Context: an optimization exercise on an open-source flow, tuned for small area. The choices shown serve that exercise and are no tape-out recipe.
Only simulation tests tie the RTL to the original design; equivalence was not proved.
No activity file was given, so power comes from the tool's default toggle rates.

File: flow/standard.sh
#!/bin/bash
# synth_recipe.tcl (not shown) runs the flow's synth.tcl, then flattens the netlist and writes it again
# the make line also repeats each setting of config.mk as NAME=value (left out here)
make -C /OpenROAD-flow-scripts/flow DESIGN_CONFIG=/design/flow/config.mk WORK_HOME=/design/flow/orfs CLKGATE_MAP_FILE= SYNTH_SCRIPT=/design/flow/synth_recipe.tcl "${@:-finish}"
File: flow/design.v
package ld_dma_pkg;
    localparam int GLB_ADDR_WIDTH      = 16;
    localparam int CGRA_DATA_WIDTH     = 16;
    localparam int BANK_DATA_WIDTH     = 64;
    localparam int WORD_BYTE_SHIFT     = 1;
    localparam int ROW_BYTE_SHIFT      = 3;
    localparam int MAX_NUM_WORDS_WIDTH = 12;
    localparam int QUEUE_DEPTH = 2;
    localparam int LOOP_LEVEL  = 2;
    localparam int BANK_READ_LATENCY = 4;
    localparam int DONE_PULSE_WIDTH  = 4;
    localparam logic [1:0] OFF       = 2'b00;
    localparam logic [1:0] NORMAL    = 2'b01;
    localparam logic [1:0] AUTO_INCR = 2'b10;
    localparam int LOOP_WIDTH = 2 * MAX_NUM_WORDS_WIDTH;
    localparam int HDR_ITER_LSB     = 0;
    localparam int HDR_INACTIVE_LSB = LOOP_LEVEL * LOOP_WIDTH;
    localparam int HDR_ACTIVE_LSB   = HDR_INACTIVE_LSB + MAX_NUM_WORDS_WIDTH;
    localparam int HDR_START_LSB    = HDR_ACTIVE_LSB + MAX_NUM_WORDS_WIDTH;
    localparam int HDR_VALID_BIT    = HDR_START_LSB + GLB_ADDR_WIDTH;
    localparam int HEADER_WIDTH     = HDR_VALID_BIT + 1;
    localparam int RDRQ_WIDTH = 1 + GLB_ADDR_WIDTH;
    localparam int RDRS_WIDTH = 1 + BANK_DATA_WIDTH;
endpackage
`timescale 1ns/100ps
module ld_dma_top (
    input  logic                                                  clk,
    input  logic                                                  reset,
    input  logic [1:0]                                            cfg_ld_dma_mode,
    input  logic [ld_dma_pkg::QUEUE_DEPTH*ld_dma_pkg::HEADER_WIDTH-1:0] cfg_ld_dma_header,
    input  logic                                                  strm_start_pulse,
    output logic [ld_dma_pkg::RDRQ_WIDTH-1:0]                     rdrq_packet,
    input  logic [ld_dma_pkg::RDRS_WIDTH-1:0]                     rdrs_packet,
    output logic [ld_dma_pkg::CGRA_DATA_WIDTH-1:0]                stream_data_g2f,
    output logic                                                  stream_data_valid_g2f,
    output logic                                                  stream_g2f_done_pulse,
    output logic [ld_dma_pkg::QUEUE_DEPTH-1:0]                    cfg_load_dma_invalidate_pulse
);
    localparam int HW = ld_dma_pkg::HEADER_WIDTH;
    localparam int VB = ld_dma_pkg::HDR_VALID_BIT;
    localparam int CW = ld_dma_pkg::MAX_NUM_WORDS_WIDTH;
    logic [1:0]      valid_d1;
    logic [1:0]      hv;
    logic [1:0]      loaded;
    logic [VB-1:0]   hd0, hd1;
    logic            q_sel;
    logic [1:0]      valid_rise;
    logic [VB-1:0]   cur;
    logic            cur_valid;
    logic start_pulse;
    logic done_pulse;
    assign valid_rise[0] = cfg_ld_dma_header[VB]      & ~valid_d1[0];
    assign valid_rise[1] = cfg_ld_dma_header[HW + VB] & ~valid_d1[1];
    assign cfg_load_dma_invalidate_pulse[0] = start_pulse & ~q_sel;
    assign cfg_load_dma_invalidate_pulse[1] = start_pulse &  q_sel;
    always_ff @(posedge clk or posedge reset) begin
        if (reset) begin
            valid_d1 <= '0;
            hv       <= '0;
            loaded   <= '0;
        end else begin
            valid_d1 <= {cfg_ld_dma_header[HW + VB], cfg_ld_dma_header[VB]};
            for (int i = 0; i < 2; i++) begin
                if (valid_rise[i]) begin
                    hv[i]     <= 1'b1;
                    loaded[i] <= 1'b1;
                end else if (cfg_load_dma_invalidate_pulse[i]) begin
                    hv[i] <= 1'b0;
                end
            end
        end
    end
    always_ff @(posedge clk) begin
        if (valid_rise[0]) hd0 <= cfg_ld_dma_header[VB-1:0];
        if (valid_rise[1]) hd1 <= cfg_ld_dma_header[HW +: VB];
    end
    always_ff @(posedge clk or posedge reset) begin
        if (reset) begin
            q_sel <= 1'b0;
        end else if (cfg_ld_dma_mode == ld_dma_pkg::AUTO_INCR) begin
            if (done_pulse) q_sel <= ~q_sel;
        end else begin
            q_sel <= 1'b0;
        end
    end
    assign cur = ({VB{~q_sel & loaded[0]}} & hd0) | ({VB{q_sel & loaded[1]}} & hd1);
    assign cur_valid = q_sel ? hv[1] : hv[0];
    logic [15:0]   cur_start;
    logic [CW-1:0] cur_active, cur_inactive, cur_r1, cur_s1, cur_r0, cur_s0;
    assign cur_start    = cur[ld_dma_pkg::HDR_START_LSB    +: 16];
    assign cur_active   = cur[ld_dma_pkg::HDR_ACTIVE_LSB   +: CW];
    assign cur_inactive = cur[ld_dma_pkg::HDR_INACTIVE_LSB +: CW];
    assign cur_r1       = cur[36 +: CW];
    assign cur_s1       = cur[24 +: CW];
    assign cur_r0       = cur[12 +: CW];
    assign cur_s0       = cur[0  +: CW];
    logic run_state;
    logic word_active;
    logic first;           
    logic start_next;
    logic [CW-1:0] cnt;    
    logic cnt_le1;
    logic last_word;
    always_comb begin
        case (cfg_ld_dma_mode)
            ld_dma_pkg::NORMAL:    start_next = ~run_state & strm_start_pulse;
            ld_dma_pkg::AUTO_INCR: start_next = ~run_state & (strm_start_pulse | cur_valid);
            default:               start_next = 1'b0;
        endcase
    end
    assign done_pulse = last_word & word_active;
    assign cnt_le1    = (cnt[CW-1:1] == '0);
    always_ff @(posedge clk or posedge reset) begin
        if (reset) begin
            start_pulse <= 1'b0;
            run_state   <= 1'b0;
            word_active <= 1'b0;
        end else begin
            start_pulse <= ~start_pulse & start_next;
            if (start_pulse)     run_state <= 1'b1;
            else if (done_pulse) run_state <= 1'b0;
            if (start_pulse) begin
                word_active <= 1'b1;
            end else if (run_state && !done_pulse) begin
                if (cur_inactive == '0) word_active <= 1'b1;
                else if (cnt_le1)       word_active <= ~word_active;
            end else begin
                word_active <= 1'b0;
            end
        end
    end
    always_ff @(posedge clk) first <= start_pulse;
    always_ff @(posedge clk) begin
        if (start_pulse) begin
            cnt <= cur_active;
        end else if (run_state && !done_pulse) begin
            if (cur_inactive == '0) begin
                if (!word_active) cnt <= '0;
            end else if (cnt_le1) begin
                cnt <= word_active ? cur_inactive : cur_active;
            end else begin
                cnt <= cnt - 1'b1;
            end
        end
    end
    logic [CW-1:0] r0_q, s0_q, s1_q, c0, c1;
    logic [15:1]   base;       
    logic [15:0]   req_addr;   
    logic          use_base;   
    logic          at_end0, at_end1;
    logic [15:1]   add_a;
    logic [CW-1:0] add_b;
    logic [15:1]   next_addr;
    logic          rd_en_q;
    assign at_end0   = (c0[CW-1:1] == '0);
    assign at_end1   = (c1[CW-1:1] == '0);
    assign last_word = at_end0 & at_end1;
    assign add_a     = start_pulse ? cur_start[15:1] : use_base ? base : req_addr[15:1];
    assign add_b     = start_pulse ? '0 : use_base ? s1_q : s0_q;
    assign next_addr = add_a + 15'(add_b);
    always_ff @(posedge clk) begin
        if (start_pulse) begin
            r0_q <= cur_r0;
            s0_q <= cur_s0;
            s1_q <= cur_s1;
            c0   <= cur_r0;
            c1   <= cur_r1;
            base <= next_addr;
            req_addr <= {next_addr, cur_start[0]};
        end else if (word_active) begin
            c0 <= at_end0 ? r0_q : c0 - 1'b1;
            if (at_end0) c1 <= c1 - 1'b1;
            use_base <= at_end0;
            if (!first) begin
                req_addr[15:1] <= next_addr;
                if (use_base) base <= next_addr;
            end
        end
    end
    logic [5:0]  vpipe;
    logic [5:0]  done_dly;
    logic [2:0]  done_left;   
    logic [4:0][1:0] sel_dly;
    logic [63:0] row_cache;
    always_ff @(posedge clk or posedge reset) begin
        if (reset) begin
            rd_en_q  <= 1'b0;
            vpipe    <= '0;
            done_dly <= '0;
            done_left <= '0;
        end else begin
            rd_en_q  <= word_active & (first | (next_addr[15:3] != req_addr[15:3]));
            vpipe    <= {vpipe[4:0], word_active};
            done_dly <= {done_dly[4:0], done_pulse};
            if (done_dly[5])            done_left <= 3'd4;
            else if (done_left != '0)   done_left <= done_left - 1'b1;
        end
    end
    always_ff @(posedge clk) begin
        sel_dly <= {sel_dly[3:0], req_addr[2:1]};
        if (rdrs_packet[64]) row_cache <= rdrs_packet[63:0];
    end
    assign rdrq_packet           = {rd_en_q, req_addr};
    assign stream_data_valid_g2f = vpipe[5];
    assign stream_data_g2f       = row_cache[sel_dly[4]*16 +: 16];
    assign stream_g2f_done_pulse = (done_left != '0);
endmodule
File: flow/constraint.sdc
create_clock -name core_clock -period 10.0 [get_ports {clk}]
set_input_delay 2.0000 -clock core_clock [delete_from_list [all_inputs] [get_ports {clk}]]
set_output_delay 2.0000 -clock core_clock [all_outputs]
set_load 0.01 [all_outputs]
File: flow/flow/remap.sh
#!/bin/bash
# usage: remap.sh IN.v OUT.v TOP  (run from the flow folder; needs FLOW_HOME or ORFS yosys on PATH)
# Re-maps the gates between the flip-flops of IN.v for area with ABC, once for each of a few
# deepsyn seeds (in parallel), and keeps the smallest result as OUT.v. Each run's full yosys
# output is in remap_S<seed>.log.
set -euo pipefail
HERE=$(cd "$(dirname "$0")" && pwd)
IN=$1; OUT=$2; TOP=$3
PLAT=${FLOW_HOME:-/OpenROAD-flow-scripts/flow}/platforms/sky130hd
LIB=$PLAT/lib/sky130_fd_sc_hd__tt_025C_1v80.lib
DU=""
for c in $(sed -n '/DONT_USE_CELLS/,/^#/p' $PLAT/config.mk | grep -oE 'sky130_fd_sc_hd__[A-Za-z0-9_]+'); do DU="$DU -dont_use $c"; done
YOSYS=$(command -v yosys || echo ${FLOW_HOME:-/OpenROAD-flow-scripts/flow}/../tools/install/yosys/bin/yosys)
SEEDS="1 2 3 4"
for S in $SEEDS; do
  sed -e "s|&deepsyn -T 60|\&deepsyn -T 60 -S $S|" $HERE/remap.abc > remap_S$S.abc
  sed -e "s|{LIB}|$LIB|g; s|{IN}|$IN|; s|{OUT}|remap_S$S.v|; s|{TOP}|$TOP|; s|{DONTUSE}|$DU|; s|{SCRIPT}|$PWD/remap_S$S.abc|" $HERE/remap.ys > remap_S$S.ys
  $YOSYS -s remap_S$S.ys > remap_S$S.log 2>&1 &
done
wait
BEST=""; BEST_AREA=""
for S in $SEEDS; do
  A=$(grep "Chip area" remap_S$S.log | tail -1 | awk '{print $NF}')
  echo "seed $S: area $A"
  [[ -n "$A" && -s remap_S$S.v ]] || continue
  if [[ -z "$BEST" ]] || awk "BEGIN{exit !($A < $BEST_AREA)}"; then BEST=$S; BEST_AREA=$A; fi
done
[[ -n "$BEST" ]] || { echo "no re-mapping finished" >&2; exit 1; }
echo "kept seed $BEST: area $BEST_AREA"
cp remap_S$BEST.v $OUT
# the re-mapped netlist must read back cleanly and keep every flip-flop of the standard synthesis
cat > remap_check.ys <<EOC
read_liberty -lib $LIB
read_verilog $OUT
hierarchy -top $TOP
check -assert
EOC
$YOSYS -s remap_check.ys
ffs() { grep -E '^\s*sky130_fd_sc_hd__(df|edf|sdf)[a-z0-9_]+ ' "$1" | awk '{print $1, $2}' | sort; }
if ! diff <(ffs $IN) <(ffs $OUT) > /dev/null; then echo "flip-flops changed by the re-mapping" >&2; exit 1; fi
echo "flip-flops kept: $(ffs $OUT | wc -l)"
File: flow/flow/remap.abc
strash
&get -n
&deepsyn -T 60
&dch -f
&nf -R 1000
&put
strash
&get -n
&dch -f
&nf -R 1000
&put
File: flow/flow/run.sh
#!/bin/bash
# Own layout flow: the standard synthesis, then an area-oriented re-mapping of the gates
# between the flip-flops (the flip-flops themselves are kept as synthesized), then the standard flow's
# standard layout with the smallest buffer on every port and a clock tree of small buffers
# without dummy loads. Each tool's full output goes to its own log file in this folder;
# every ORFS step also keeps its own log under orfs/logs/.
set -euo pipefail
export BUFFER_PORTS_ARGS="-buffer_cell sky130_fd_sc_hd__buf_1"
export CTS_ARGS="-sink_clustering_enable -repair_clock_nets -sink_clustering_size 10 -sink_clustering_max_diameter 40 -buf_list sky130_fd_sc_hd__clkbuf_4 -dont_use_dummy_load"
R=orfs/results/${FLOW_PLATFORM:-sky130hd}/ld_dma_top/base
bash standard.sh synth > flow_synth.log 2>&1
cp $R/1_2_yosys.v std_1_2_yosys.v
bash flow/remap.sh std_1_2_yosys.v remapped.v ${FLOW_TOP:-ld_dma_top} > remap.log 2>&1
cp remapped.v $R/1_2_yosys.v
bash standard.sh > flow_make.log 2>&1
File: flow/flow/remap.ys
# Area-oriented re-mapping of the combinational logic of the standard synthesis netlist.
# The flip-flops (and tie cells) stay as the instances the standard synthesis made, with
# the same names and cell types; only the gates between them are mapped again by ABC.
read_liberty -wb -ignore_miss_func {LIB}
read_verilog -defer {IN}
hierarchy -top {TOP}
setattr -mod -set keep_hierarchy 1 =sky130_fd_sc_hd__df* =sky130_fd_sc_hd__edf* =sky130_fd_sc_hd__sdf* =sky130_fd_sc_hd__conb*
flatten -wb
rename -hide w:_*_.*
blackbox =sky130_fd_sc_hd__df* =sky130_fd_sc_hd__edf* =sky130_fd_sc_hd__sdf* =sky130_fd_sc_hd__conb*
opt -purge
techmap
opt -fast
abc -liberty {LIB} {DONTUSE} -script {SCRIPT}
opt_clean -purge
splitnets
opt_clean -purge
hilomap -singleton -hicell sky130_fd_sc_hd__conb_1 HI -locell sky130_fd_sc_hd__conb_1 LO
insbuf -buf sky130_fd_sc_hd__buf_1 A X
opt_clean -purge
stat -liberty {LIB}
blackbox =sky130_fd_sc_hd__*
write_verilog -noattr -nohex -nodec {OUT}
File: flow/config.mk
export PLATFORM = sky130hd
export DESIGN_NAME = ld_dma_top
export DESIGN_NICKNAME = ld_dma_top
export VERILOG_FILES = /design/flow/design.v
export SDC_FILE = /design/flow/constraint.sdc
export NUM_CORES = 4
export LEC_CHECK = 0
export CAP_MARGIN = 10
export CORE_MARGIN = 2
export CORE_UTILIZATION = 75
export SLEW_MARGIN = 10
==> summary.txt <==
## layout make-up
| class | count | area (um2) |
|---|---|---|
| sequential | 381 | 11200 |
| multi-input combinational | 448 | 2915 |
| fill | 906 | 2618 |
| timing repair buffer | 294 | 1142 |
| clock buffer | 46 | 345.3 |
| tap | 234 | 292.8 |
| inverter | 16 | 62.56 |
| antenna | 1 | 2.502 |
## per-layer routing
| layer | global-route usage (%) | vias up | part of all wire [%] |
|---|---|---|---|
| met5 | 0 | - | 0 |
| met4 | 10.26 | 0 | 3.1 |
| met3 | 5.805 | 80 | 9.8 |
| met2 | 50.92 | 562 | 50 |
| met1 | 42.74 | 4353 | 37 |
| li1 | - | 4066 | - |
## final timing paths
check / startpoint / end / slack [ps] / depth (start not counted)
worst min-delay path: sel_dly[7]$_DFF_P_ / sel_dly[9]$_DFF_P_ / 330 / 0
worst max-delay path: start_pulse$_DFF_PP0_ / rd_en_q$_DFF_PP0_ / 2960 / 29
worst min register to register: sel_dly[7]$_DFF_P_ / sel_dly[9]$_DFF_P_ / 330 / 0
worst max register to register: start_pulse$_DFF_PP0_ / rd_en_q$_DFF_PP0_ / 2960 / 29
min in group asynchronous: reset / vpipe[5]$_DFF_PP0_ / 1380 / 2
max in group asynchronous: reset / start_pulse$_DFF_PP0_ / 8150 / 2
## sequential cells by signal (all words and copies together) (netlist names), 15 cells and up
register and count:
hd0 88, hd1 88, row_cache 64, req_addr 16
base 15
## report_power, final
group          leakage, uW  internal [uW]  switching, uW
combinational      0.00148            364            581
sequential         0.00367           2040            138
clock             0.000212            212            448
total              0.00536           2620           1170
## metrics by stage
step / hold slack [ps] / total power, uW
after floorplan: 309.6 / 2803
after global placement: 311.3 / 3073
after detailed placement: 312.8 / 3131
after CTS: 340.2 / 3773
after global routing: 352.7 / 3946
final: 334.9 / 3782
## cell usage in the layout, fill, tap and decap left out, types with 2 or more instances in the layout
cell type / n
nor3_1: 8
a22o_1: 42
nor2_1: 58
o31ai_1: 2
or2_0: 6
o221a_1: 5
xnor2_1: 28
maj3_1: 2
o21a_1: 3
nor2b_4: 2
o22ai_1: 36
a21oi_1: 16
and2_0: 4
a221o_1: 19
buf_4: 10
nor2_2: 2
clkinv_1: 15
nor2b_1: 3
a222oi_1: 10
a22oi_1: 35
nand3_1: 9
a21boi_0: 2
clkbuf_4: 46
edfxtp_1: 344
o21ai_0: 30
dfrtp_1: 25
a31oi_1: 5
nor4_1: 14
a221oi_1: 2
xor2_1: 21
buf_1: 283
or3_1: 11
nand2_1: 53
nand2b_1: 6
dfxtp_1: 11
==> impl_metrics.env <==
export IMPL_drive_above_1_share_pct=5.570
export IMPL_nNetsFinal=1435
export IMPL_syn_to_final_growth_pct=12.79
export IMPL_row_count=50
export IMPL_post_drt_wl_per_cell_um=21.95
export IMPL_track_usage_pct=30.84
export IMPL_fmax_ghz=0.1421
export IMPL_core_area_um2=18580
export IMPL_wl_um=31170
export IMPL_path_clk_slew_ps=100
export IMPL_endpoint_kind="register"
export IMPL_crit_family="buffers and inverters"
export IMPL_crit_buf_inv=6
export IMPL_via_count=9061
export IMPL_tightestPinTransition_ps=1122
export IMPL_post_cts_buffers=0
export IMPL_finalWorstSetupSlack_ps=2963
export IMPL_syn_area_per_cell_um2=16.73
export IMPL_crit_slowest_cell="dfrtp_2"
export IMPL_rsz0062_at_grt="no"
export IMPL_die_width_um=141.4
export IMPL_grt_antenna_before_repair=1
export IMPL_netlist_area_um2=14150
export IMPL_maxCapViolations=0
export IMPL_vdd_drop_max_uv=165.5
export IMPL_slew_violations=0
export IMPL_relSlewSlack_pct=25.22
export IMPL_die_area_um2=19980
export IMPL_cts_max_path_buffers=3
export IMPL_power_density_nw_per_um2=236.9
export IMPL_cts_made_buffers=46
export IMPL_synth_warnings=1
export IMPL_clock_root_buffer="clkbuf_4"
export IMPL_fin_cells=1420
export IMPL_placed_cell_area_um2=15620
export IMPL_drtIter0Drc=1060
export IMPL_start_util_pct=76.17
export IMPL_firstDrtPassIters=6
export IMPL_start_kind="register"
export IMPL_critPathMaxFanout=52
export IMPL_power_leakage_uw=0.005362
export IMPL_h_tree_depth=2
export IMPL_required_ps=10560
export IMPL_tns_ps=0
export IMPL_cts_sinks=381
export IMPL_postCtsHoldBufs=0
export IMPL_dp_slack_ps=3152
export IMPL_dp_cells=1373
export IMPL_final_area_um2=15960
export IMPL_synthCells=846
export IMPL_cts_resized_gates=0
export IMPL_crit_path_frequent_cell="nor2_1"
export IMPL_status="complete, no violations"
export IMPL_cts_tree="yes"
export IMPL_skew_ps=60.48
export IMPL_io_pins=285
export IMPL_grt_max_degree=65
export IMPL_dpl_hpwl_um=21390
export IMPL_place_gp_congestion=0.9421
export IMPL_slowest_delay_ps=630
export IMPL_path_class="reg2reg"
export IMPL_grt_pass1_wl_um=46870
export IMPL_period_share_pct=70.37
export IMPL_port_buffers=284
export IMPL_insertion_delay_ps=650
export IMPL_hp_class="reg2reg"
export IMPL_drc=0
export IMPL_die_h_um=141.4
export IMPL_detail_route_antenna_nets=0
export IMPL_min_period_ps=7037
export IMPL_crit_arrival_ps=7600
export IMPL_first_global_vias=8967
export IMPL_grt_ovfl_total=0
export IMPL_vias_per_cell=6.381
export IMPL_setup_violations=0
export IMPL_syn_nets=1094
export IMPL_fin_util_pct=85.91
export IMPL_hold_viol=0

separate check: timing with driven ports:
The results above use ideal ports. As a check the final layout listed here was re-extracted and re-timed, cells and wires unchanged. Step 1, drivers: a clkbuf_16 drives clk and a buf_2 each remaining input, both assumed. Step 2 moves the port delays by t, midway between the first and last clock arrival at a register: inputs arrive t later, outputs are due t later. That takes back most of the time a late clock gives input paths. Three values: ideal ports, drivers, drivers and shift; two values: the first two.
t, ns: 0.678
setup slack, ns: 2.963 / 2.963 / 2.963
hold slack, ns: 0.335 / 0.335 / 0.335
worst register clock-pin slew, ns: 0.11 / 0.11
worst slew at a driven data input, ns: 0.06
After both steps this run still meets setup and hold. For this run, drivers alone change the setup slack by 0.000 ns; drivers and shift together by 0.000 ns.
